Background: an optimization exercise with open tools, aiming at small area and a short achievable clock period. Do not read the settings as production practice. The RTL was checked by simulation tests, not by an equivalence proof against the original design. Power figures rest on the tool's default switching activity, not on a simulated workload.

## psum_accumulator
module psum_accumulator #(
  parameter int T_D_SIZE = 37,
  parameter int O_D_SIZE = 16,
  parameter int F_WIDTH  = 5,
  parameter int LINE_LEN = 32
) (
  input  logic                       clk,
  input  logic                       rst,
  input  logic                       clk_en,
  input  logic [T_D_SIZE-1:0]        psum_i,
  input  logic                       psum_valid_i,
  output logic                       psum_ready_o,
  input  logic [T_D_SIZE-1:0]        bias_i,
  input  logic [4:0]                 shift_i,
  output logic [O_D_SIZE-1:0]        out_data_o,
  output logic                       out_valid_o,
  input  logic                       out_ready_i,
  output logic [$clog2(F_WIDTH)-1:0] pass_o,
  output logic                       row_done_o
);
  localparam int SW = psum_acc_pkg::store_width(T_D_SIZE, F_WIDTH);
  localparam int FW = SW + 1;
  localparam int PW = $clog2(F_WIDTH);
  localparam int CW = (LINE_LEN > 1) ? $clog2(LINE_LEN) : 1;
  localparam logic [CW-1:0] COL_LAST  = CW'(LINE_LEN - 1);
  localparam logic [PW-1:0] PASS_LAST = PW'(F_WIDTH - 1);
  localparam int FB = 3;                    
  localparam int NF = 1 << FB;              
  localparam int UW = O_D_SIZE + NF - 1;    
  localparam int NG = 4;                    
  logic [CW-1:0]       r_col;
  logic [PW-1:0]       r_pass;
  logic                r_first;    
  logic                r_final;    
  ...
Size: about 2700 cells after synthesis, ~1300 flip-flops, ~110 I/O pins, roughly 0.046 mm² of cells after synthesis.
==> flow/config.mk <==
export PLATFORM = sky130hd
export DESIGN_NAME = psum_accumulator
export DESIGN_NICKNAME = psum_accumulator
export VERILOG_FILES = /design/flow/design.v
export SDC_FILE = /design/flow/constraint.sdc
export NUM_CORES = 4
export LEC_CHECK = 0
export ABC_AREA = 1
export CAP_MARGIN = 20
export CORE_MARGIN = 2
export CORE_UTILIZATION = 55
export SETUP_SLACK_MARGIN = 5
export SLEW_MARGIN = 20
export BUFFER_PORTS_ARGS = -buffer_cell sky130_fd_sc_hd__buf_2
export CTS_ARGS = -sink_clustering_enable -repair_clock_nets -sink_clustering_size 24 -sink_clustering_max_diameter 45 -buf_list {sky130_fd_sc_hd__clkbuf_8 sky130_fd_sc_hd__clkbuf_16} -dont_use_dummy_load
==> flow/constraint.sdc <==
create_clock -name core_clock -period 9.0 [get_ports {clk}]
set_input_delay 1.8000 -clock core_clock [delete_from_list [all_inputs] [get_ports {clk}]]
set_output_delay 1.8000 -clock core_clock [all_outputs]
set_load 0.01 [all_outputs]
standard.sh (not shown) runs the stock make flow with config.mk's settings and CLKGATE_MAP_FILE= SYNTH_SCRIPT=/design/flow/synth_recipe.tcl, a recipe that flattens the netlist after the stock synthesis.
==> flow/flow/run.sh <==
#!/bin/bash
# Standard ORFS layout, with port buffers built from a plain buffer cell
# instead of the flow's default pick (a slow delay cell).
set -euo pipefail
cat flow/extra.mk >> config.mk
bash standard.sh > standard.log 2>&1
==> flow/flow/extra.mk <==
export BUFFER_PORTS_ARGS = -buffer_cell sky130_fd_sc_hd__buf_2
export CTS_ARGS = -sink_clustering_enable -repair_clock_nets -sink_clustering_size 24 -sink_clustering_max_diameter 45 -buf_list {sky130_fd_sc_hd__clkbuf_8 sky130_fd_sc_hd__clkbuf_16} -dont_use_dummy_load
The starting point went through all stages and came out clean.
Change:
==> flow/flow/extra.mk (replaced) <==
export BUFFER_PORTS_ARGS = -buffer_cell sky130_fd_sc_hd__buf_2
export CTS_ARGS = -sink_clustering_enable -repair_clock_nets -sink_clustering_size 30 -sink_clustering_max_diameter 80 -buf_list sky130_fd_sc_hd__clkbuf_16 -dont_use_dummy_load
CTS_ARGS = -sink_clustering_enable -repair_clock_nets -sink_clustering_size 30 -sink_clustering_max_diameter 80 -buf_list sky130_fd_sc_hd__clkbuf_16 -dont_use_dummy_load   (was -sink_clustering_enable -repair_clock_nets -sink_clustering_size 24 -sink_clustering_max_diameter 45 -buf_list {sky130_fd_sc_hd__clkbuf_8 sky130_fd_sc_hd__clkbuf_16} -dont_use_dummy_load)
After rerunning: The new run finished with timing, DRC and antenna clean; register-to-register slack is about the same; routed wire length falls by 1.6%; clock-buffer cell count is lower by 63; die area does not change; flip-flop and latch count does not change; core utilization fell by 1.7 points; synthesized area does not change; cell count fell by 1.3%.
Change:
==> flow/flow/extra.mk (replaced) <==
export BUFFER_PORTS_ARGS = -buffer_cell sky130_fd_sc_hd__buf_2
export CTS_ARGS = -sink_clustering_enable -repair_clock_nets -sink_clustering_size 20 -sink_clustering_max_diameter 40 -buf_list sky130_fd_sc_hd__clkbuf_8 -dont_use_dummy_load
CTS_ARGS = -sink_clustering_enable -repair_clock_nets -sink_clustering_size 20 -sink_clustering_max_diameter 40 -buf_list sky130_fd_sc_hd__clkbuf_8 -dont_use_dummy_load   (was -sink_clustering_enable -repair_clock_nets -sink_clustering_size 30 -sink_clustering_max_diameter 80 -buf_list sky130_fd_sc_hd__clkbuf_16 -dont_use_dummy_load)
SETUP_SLACK_MARGIN = 4.6   (was 5)
Final area is lower by about 3.3%.
Cell count is higher by about 0.3%.
Combinational power is lower by 27%.
Non-clock buffer count is lower by 69.
Hold slack loses 0.056 ns.
Register-to-register slack loses 0.20 ns.
Wire length is lower by about 1.8%.
Die area stays the same.
Critical path depth is lower by 4.
Via count is lower by about 0.7%.
Global-route usage is higher by 0.21 points.


Setup of run 1:
psum_accumulator again, from the RTL that the note above started with.
Design psum_accumulator, start of the top module:
module psum_accumulator #(
  parameter int T_D_SIZE = 37,
  parameter int O_D_SIZE = 16,
  parameter int F_WIDTH  = 5,
  parameter int LINE_LEN = 32
) (
  input  logic                       clk,
  input  logic                       rst,
  input  logic                       clk_en,
  input  logic [T_D_SIZE-1:0]        psum_i,
  input  logic                       psum_valid_i,
  output logic                       psum_ready_o,
  input  logic [T_D_SIZE-1:0]        bias_i,
  input  logic [4:0]                 shift_i,
  output logic [O_D_SIZE-1:0]        out_data_o,
  output logic                       out_valid_o,
  input  logic                       out_ready_i,
  output logic [$clog2(F_WIDTH)-1:0] pass_o,
  output logic                       row_done_o
);
  localparam int SW = psum_acc_pkg::store_width(T_D_SIZE, F_WIDTH);
  localparam int FW = SW + 1;
  localparam int PW = $clog2(F_WIDTH);
  localparam int CW = (LINE_LEN > 1) ? $clog2(LINE_LEN) : 1;
  localparam logic [CW-1:0] COL_LAST  = CW'(LINE_LEN - 1);
  localparam logic [PW-1:0] PASS_LAST = PW'(F_WIDTH - 1);
  localparam int FB = 3;                    
  localparam int NF = 1 << FB;              
  localparam int UW = O_D_SIZE + NF - 1;    
  localparam int NG = 4;                    
  logic [CW-1:0]       r_col;
  logic [PW-1:0]       r_pass;
  logic                r_first;    
  logic                r_final;    
  logic [UW-1:0]       r_res_u;     
  ...
clock: 9.0 ns
lec_check: 0
abc_area: 1
cap_margin: 20
core_margin: 2
core_utilization: 55
setup_slack_margin: 5
slew_margin: 20
buffer_ports_args: -buffer_cell sky130_fd_sc_hd__buf_2
cts_args: -sink_clustering_enable -repair_clock_nets -sink_clustering_size 20 -sink_clustering_max_diameter 40 -buf_list sky130_fd_sc_hd__clkbuf_8 -dont_use_dummy_load
==> flow/flow/run.sh <==
#!/bin/bash
# Standard ORFS layout with: port buffers from a plain buffer cell, a CTS
# without dummy loads, and synthesis whose ABC mapping uses flow/abc.script.
# Registers are untouched: ABC maps only the combinational logic.
set -euo pipefail
cat flow/extra.mk >> config.mk
sed -e "s#@ABC_SCRIPT@#$PWD/flow/abc.script#" -e "s#@FLOW_SYNTH@#$PWD/synth_recipe.tcl#" flow/synth.tcl > synth_own.tcl
bash standard.sh SYNTH_SCRIPT=$PWD/synth_own.tcl finish > standard.log 2>&1
==> flow/flow/abc.script <==
strash
dch
map -a
topo
stime -c
buffer -c
upsize -c
dnsize -c
==> flow/flow/extra.mk <==
export BUFFER_PORTS_ARGS = -buffer_cell sky130_fd_sc_hd__buf_2
export CTS_ARGS = -sink_clustering_enable -repair_clock_nets -sink_clustering_size 20 -sink_clustering_max_diameter 40 -buf_list sky130_fd_sc_hd__clkbuf_8 -dont_use_dummy_load
==> flow/flow/synth.tcl <==
# The standard flow's synthesis script (synth_recipe.tcl), with ABC's script replaced by
# @ABC_SCRIPT@ for the combinational mapping.
proc abc {args} {
  set i [lsearch $args -script]
  if {$i >= 0} { set args [lreplace $args [expr {$i + 1}] [expr {$i + 1}] @ABC_SCRIPT@] }
  yosys abc {*}$args
}
source @FLOW_SYNTH@
Run 1 finished every stage and its layout cleared the timing, DRC and antenna checks.
The inputs of run 2 differ from those of run 1 as listed below.
Settings: a change of CTS_ARGS from -sink_clustering_enable -repair_clock_nets -sink_clustering_size 20 -sink_clustering_max_diameter 40 -buf_list sky130_fd_sc_hd__clkbuf_8 -dont_use_dummy_load to -sink_clustering_enable -repair_clock_nets -sink_clustering_size 12 -sink_clustering_max_diameter 30 -buf_list sky130_fd_sc_hd__clkbuf_4 -dont_use_dummy_load.
==> flow/flow/run.sh <==
#!/bin/bash
# Standard ORFS layout, with port buffers built from a plain buffer cell
# instead of the flow's default pick (a slow delay cell).
set -euo pipefail
cat flow/extra.mk >> config.mk
bash standard.sh > standard.log 2>&1
==> flow/flow/extra.mk <==
export BUFFER_PORTS_ARGS = -buffer_cell sky130_fd_sc_hd__buf_2
export CTS_ARGS = -sink_clustering_enable -repair_clock_nets -sink_clustering_size 12 -sink_clustering_max_diameter 30 -buf_list sky130_fd_sc_hd__clkbuf_4 -dont_use_dummy_load
removed: flow/flow/abc.script
removed: flow/flow/synth.tcl
Findings:
Between run 2 and run 1, inserted tap cell count is lower for run 1, run 2 comes in above that. On post-synthesis mux area share, run 2 and run 1 are basically level. Synthesized area: run 2 higher than run 1. Category of the critical setup timing path: flop to output pin -> run 2, primary input to flop -> run 1. Run 2 reached the final stage; the timing, DRC and antenna checks on its layout passed. Looking at data arrival at the endpoint of the critical path across run 2 and run 1, the one that comes out lower is run 2. Compared with run 1, run 2 degrades wire length after detailed routing. The delay of the slowest cell on the worst path of run 1 and that of run 2 are within noise of each other. Clock edge transition at the registers on the reported setup and hold paths: run 2 and run 1 compared, lower one is run 1.
What run 3 does differently from run 2 at the input level:
Settings: CTS_ARGS changed from -sink_clustering_enable -repair_clock_nets -sink_clustering_size 12 -sink_clustering_max_diameter 30 -buf_list sky130_fd_sc_hd__clkbuf_4 -dont_use_dummy_load to -sink_clustering_enable -repair_clock_nets -sink_clustering_size 18 -sink_clustering_max_diameter 70 -buf_list sky130_fd_sc_hd__clkbuf_8 -dont_use_dummy_load; BUFFER_PORTS_ARGS changed from -buffer_cell sky130_fd_sc_hd__buf_2 to -buffer_cell sky130_fd_sc_hd__buf_1.
==> flow/flow/extra.mk <==
export BUFFER_PORTS_ARGS = -buffer_cell sky130_fd_sc_hd__buf_1
export CTS_ARGS = -sink_clustering_enable -repair_clock_nets -sink_clustering_size 18 -sink_clustering_max_diameter 70 -buf_list sky130_fd_sc_hd__clkbuf_8 -dont_use_dummy_load
==> comparison <==
Run 3 vs. run 2: average wire per cell in the routed design moved down, synthesized-area fraction occupied by xor and xnor cells roughly the same.
Run 3: peak per-stage delay on the critical path is 0.02 ns lower than what run 2 reported.
Share of total power in the clock network (lower): run 3
[compare] base=run 2 new=run 3: routability congestion estimate fell 1.6%, flip-flop and latch share of the layout cell area did not really move, number of nets in the synthesized netlist closely matched the old numbers, met3 wire length fell by 14%, non-filler instance count after layout lower.
Critical path arrival for run 3: 2.13 ns up relative to run 2
Input-level comparison between run 4 and run 3:
Settings: CTS_ARGS changed from -sink_clustering_enable -repair_clock_nets -sink_clustering_size 18 -sink_clustering_max_diameter 70 -buf_list sky130_fd_sc_hd__clkbuf_8 -dont_use_dummy_load to -sink_clustering_enable -repair_clock_nets -sink_clustering_size 30 -sink_clustering_max_diameter 50 -buf_list sky130_fd_sc_hd__clkbuf_16 -dont_use_dummy_load; BUFFER_PORTS_ARGS changed from -buffer_cell sky130_fd_sc_hd__buf_1 to -buffer_cell sky130_fd_sc_hd__buf_2.
==> flow/flow/extra.mk <==
export BUFFER_PORTS_ARGS = -buffer_cell sky130_fd_sc_hd__buf_2
export CTS_ARGS = -sink_clustering_enable -repair_clock_nets -sink_clustering_size 30 -sink_clustering_max_diameter 50 -buf_list sky130_fd_sc_hd__clkbuf_16 -dont_use_dummy_load
Results
From run 4 to run 3, TritonCTS sink count did not move at all.
The number of buffer and inverter stages on the critical path number comes out higher for run 3 vs run 4.
The first-pass GRT wire length in run 4 sits about 2.7% above the value recorded for run 3.
Changes observed in run 4 relative to run 3: cell count rose about 1.3%, worst setup slack dropped 0.022 ns, routing usage on met2 climbed 0.92 points, via count went up about 2%.
Re total setup buffers inserted after CTS: run 4 is 8 up on run 3.
In the tables for run 3 and run 4, routed wire length reads lower with run 3.
Minimum hold slack: run 4 vs run 3 up 0.010 ns
The inputs of run 5 differ from those of run 4 as listed below.
Settings: CTS_ARGS: -sink_clustering_enable -repair_clock_nets -sink_clustering_size 30 -sink_clustering_max_diameter 50 -buf_list sky130_fd_sc_hd__clkbuf_16 -dont_use_dummy_load -> -sink_clustering_enable -repair_clock_nets -sink_clustering_size 18 -sink_clustering_max_diameter 70 -buf_list sky130_fd_sc_hd__clkbuf_8 -dont_use_dummy_load.
==> flow/flow/run.sh <==
#!/bin/bash
# Standard ORFS layout with three changes to how it is made:
#  - port buffers use a plain buffer cell (flow/extra.mk) instead of the
#    flow's default pick, a slow delay cell;
#  - the clock tree uses clkbuf_8 sink clusters of up to 18 flip-flops and no
#    dummy loads (flow/extra.mk);
#  - synthesis leaves full and half adders to ABC as plain logic instead of
#    mapping them to the slow sky130 fa/ha cells (ADDER_MAP_FILE empty).
#    Registers are untouched: this only changes the combinational mapping.
set -euo pipefail
cat flow/extra.mk >> config.mk
bash standard.sh ADDER_MAP_FILE= finish > standard.log 2>&1
==> flow/flow/extra.mk <==
export BUFFER_PORTS_ARGS = -buffer_cell sky130_fd_sc_hd__buf_2
export CTS_ARGS = -sink_clustering_enable -repair_clock_nets -sink_clustering_size 18 -sink_clustering_max_diameter 70 -buf_list sky130_fd_sc_hd__clkbuf_8 -dont_use_dummy_load
==> summary.txt <==
- The peak ir drop on the vdd network in run 4 is 1.18 times that in run 5.
- [run 5] worst slack after detailed placement rose 0.35 ns relative to run 4
- Run 5 gives more summed instance area of the synthesized netlist than run 4 did.
> inputs changed (run 5 -> run 6)
Settings: CTS_ARGS now -sink_clustering_enable -repair_clock_nets -sink_clustering_size 20 -sink_clustering_max_diameter 40 -buf_list sky130_fd_sc_hd__clkbuf_8 -dont_use_dummy_load, was -sink_clustering_enable -repair_clock_nets -sink_clustering_size 18 -sink_clustering_max_diameter 70 -buf_list sky130_fd_sc_hd__clkbuf_8 -dont_use_dummy_load.
==> flow/flow/run.sh <==
#!/bin/bash
# Standard ORFS layout, with port buffers built from a plain buffer cell
# instead of the flow's default pick (a slow delay cell).
set -euo pipefail
cat flow/extra.mk >> config.mk
bash standard.sh > standard.log 2>&1
==> flow/flow/extra.mk <==
export BUFFER_PORTS_ARGS = -buffer_cell sky130_fd_sc_hd__buf_2
export CTS_ARGS = -sink_clustering_enable -repair_clock_nets -sink_clustering_size 20 -sink_clustering_max_diameter 40 -buf_list sky130_fd_sc_hd__clkbuf_8 -dont_use_dummy_load
==> comparison <==
Proportion of cell area occupied by registers is lower on run 6
Compared with run 5, in run 6 count of filler cells inserted in the layout moved down; power rose 13%.
Run 5 -> run 6: count of inverters other than clock inverters in the layout increased by more than 10%


== run A ==
psum_accumulator, a different RTL version from the one above (not shown whole).
For scale: roughly 1300 flip-flops, ~110 I/O pins.
export LEC_CHECK = 0
export ABC_AREA = 1
export CAP_MARGIN = 20
export CORE_MARGIN = 2
export CORE_UTILIZATION = 55
export SLEW_MARGIN = 20
export BUFFER_PORTS_ARGS = -buffer_cell sky130_fd_sc_hd__buf_2
export CTS_ARGS = -sink_clustering_enable -repair_clock_nets -sink_clustering_size 18 -sink_clustering_max_diameter 70 -buf_list sky130_fd_sc_hd__clkbuf_8 -dont_use_dummy_load
export SETUP_SLACK_MARGIN = 5.15
create_clock -name core_clock -period 9.0 [get_ports {clk}]
==> flow/flow/run.sh <==
#!/bin/bash
# Standard ORFS layout with three changes to how it is made:
#  - port buffers use a plain buffer cell (flow/extra.mk) instead of the
#    flow's default pick, a slow delay cell;
#  - the clock tree uses clkbuf_8 sink clusters of up to 18 flip-flops and no
#    dummy loads (flow/extra.mk);
#  - synthesis leaves full and half adders to ABC as plain logic instead of
#    mapping them to the slow sky130 fa/ha cells (ADDER_MAP_FILE empty).
#    Registers are untouched: this only changes the combinational mapping.
set -euo pipefail
cat flow/extra.mk >> config.mk
bash standard.sh ADDER_MAP_FILE= finish > standard.log 2>&1
==> flow/flow/extra.mk <==
export BUFFER_PORTS_ARGS = -buffer_cell sky130_fd_sc_hd__buf_2
export CTS_ARGS = -sink_clustering_enable -repair_clock_nets -sink_clustering_size 18 -sink_clustering_max_diameter 70 -buf_list sky130_fd_sc_hd__clkbuf_8 -dont_use_dummy_load
export SETUP_SLACK_MARGIN = 5.15
Input-level comparison between run B and run A:
Settings: GPL_ROUTABILITY_DRIVEN: unset -> 0; SETUP_SLACK_MARGIN: 5.15 -> 5.
==> flow/flow/extra.mk <==
export BUFFER_PORTS_ARGS = -buffer_cell sky130_fd_sc_hd__buf_2
export CTS_ARGS = -sink_clustering_enable -repair_clock_nets -sink_clustering_size 18 -sink_clustering_max_diameter 70 -buf_list sky130_fd_sc_hd__clkbuf_8 -dont_use_dummy_load
==> comparison <==
Run B was carried through to the last stage, and its layout satisfied the timing, DRC and antenna checks. Run A reached the final stage; the timing, DRC and antenna checks on its layout passed. Run A → run B: global routing usage on met2 went down 3.3 points, design area went down about 2.5%. Run B vs. run A: area after detailed placement shows no meaningful change, global routing usage summed across all routing layers shows a reduction of 1.3 points, clock latency on the worst-skew pair shows a reduction of 0.04 ns.
Inputs modified between run B and run C:
Settings: clearing GPL_ROUTABILITY_DRIVEN, which used to be 0.
--- outcome ---
- Global-route usage: run C > run B
- Maximum clock path buffer count delta (run C -> run B): insignificant
- [diff] power consumed by the clock network, run C relative to run B: regression
- Routed wire in run C totals more than in run B.
- ~same clock-cell share of area in run B and run C
- Comparing final period demand of the worst path for run B and run C, the bigger number came from run C.
- Diff run C..run B | final critical-path share of the clock period | negligible
- Measured against each other, run B and run C differ in combinational-cell power consumption, the higher figure coming from run C.
Changes in run D relative to run C:
Settings: GPL_TIMING_DRIVEN newly set to 0.
Findings:
- Of run D and run C, it is run D that has the higher count of placed standard cells including taps.
- Run D ends up with a maximum clock frequency that is about 0.64% lower than in run C.
- Antenna diode count was lower in the run labelled run D.
- Share of the clock period used by the worst path after layout sits higher in run D than in run C.
- On storage element area, run D and run C are basically level.
- Looking at sequential share of cell area across run D and run C, the one that comes out lower is run D.
- Area added between synthesis and finish is lower on run C
- Compared with run C, in run D die area ~0 delta, combinational fraction of design power went up.

[re-timing with driven ports]
Ports are ideal in the flow. The routed layouts listed here were re-timed in OpenROAD. Step 1 (the two cells are an assumption about what drives the block):
set clk [get_ports {clk}]
set_driving_cell -lib_cell sky130_fd_sc_hd__clkbuf_16 $clk
set_driving_cell -lib_cell sky130_fd_sc_hd__buf_2 [delete_from_list [all_inputs] $clk]
Step 2 moves the port delays by t, midway between the first and last clock arrival at a register: inputs arrive t later, outputs are due t later. That takes back most of the time a late clock gives input paths. a / b / c = ideal ports / drivers / drivers and shift; a / b = the first two.
run	t (ns)	setup WS [ns]	latest minus earliest clock arrival (ns)	slew at the worst register clock pin (ns)	worst slew at a driven data input, ns
the first run of note 1	0.716	4.950 / 4.911 / 4.322	0.092 / 0.092	0.08 / 0.08	0.06
the second run of note 1	0.689	4.929 / 4.911 / 4.285	0.076 / 0.075	0.11 / 0.11	0.06
the third run of note 1	0.814	4.746 / 4.782 / 3.976	0.127 / 0.127	0.10 / 0.10	0.06
run 1	0.811	4.428 / 4.470 / 3.659	0.130 / 0.130	0.11 / 0.11	0.14
run 2	1.067	4.676 / 4.610 / 4.072	0.146 / 0.147	0.11 / 0.11	0.06
run 3	0.721	4.971 / 4.913 / 4.284	0.109 / 0.109	0.11 / 0.11	0.13
run 4	0.698	4.950 / 4.912 / 4.310	0.082 / 0.082	0.09 / 0.09	0.06
run 5	0.743	4.969 / 4.931 / 4.401	0.116 / 0.116	0.11 / 0.11	0.12
run 6	0.819	4.934 / 4.867 / 4.229	0.129 / 0.129	0.10 / 0.10	0.06
run A	0.743	5.020 / 4.956 / 4.492	0.102 / 0.102	0.11 / 0.11	0.14
run B	0.727	5.010 / 4.962 / 4.381	0.047 / 0.048	0.11 / 0.11	0.11
run C	0.741	5.001 / 4.963 / 4.358	0.101 / 0.100	0.12 / 0.12	0.13
run D	0.738	4.976 / 4.919 / 4.313	0.091 / 0.091	0.11 / 0.11	0.12
After both steps every run listed still meets setup and hold. For the third run of note 1, which loses most, drivers alone change the setup slack by +0.036 ns; drivers and shift together by -0.770 ns.
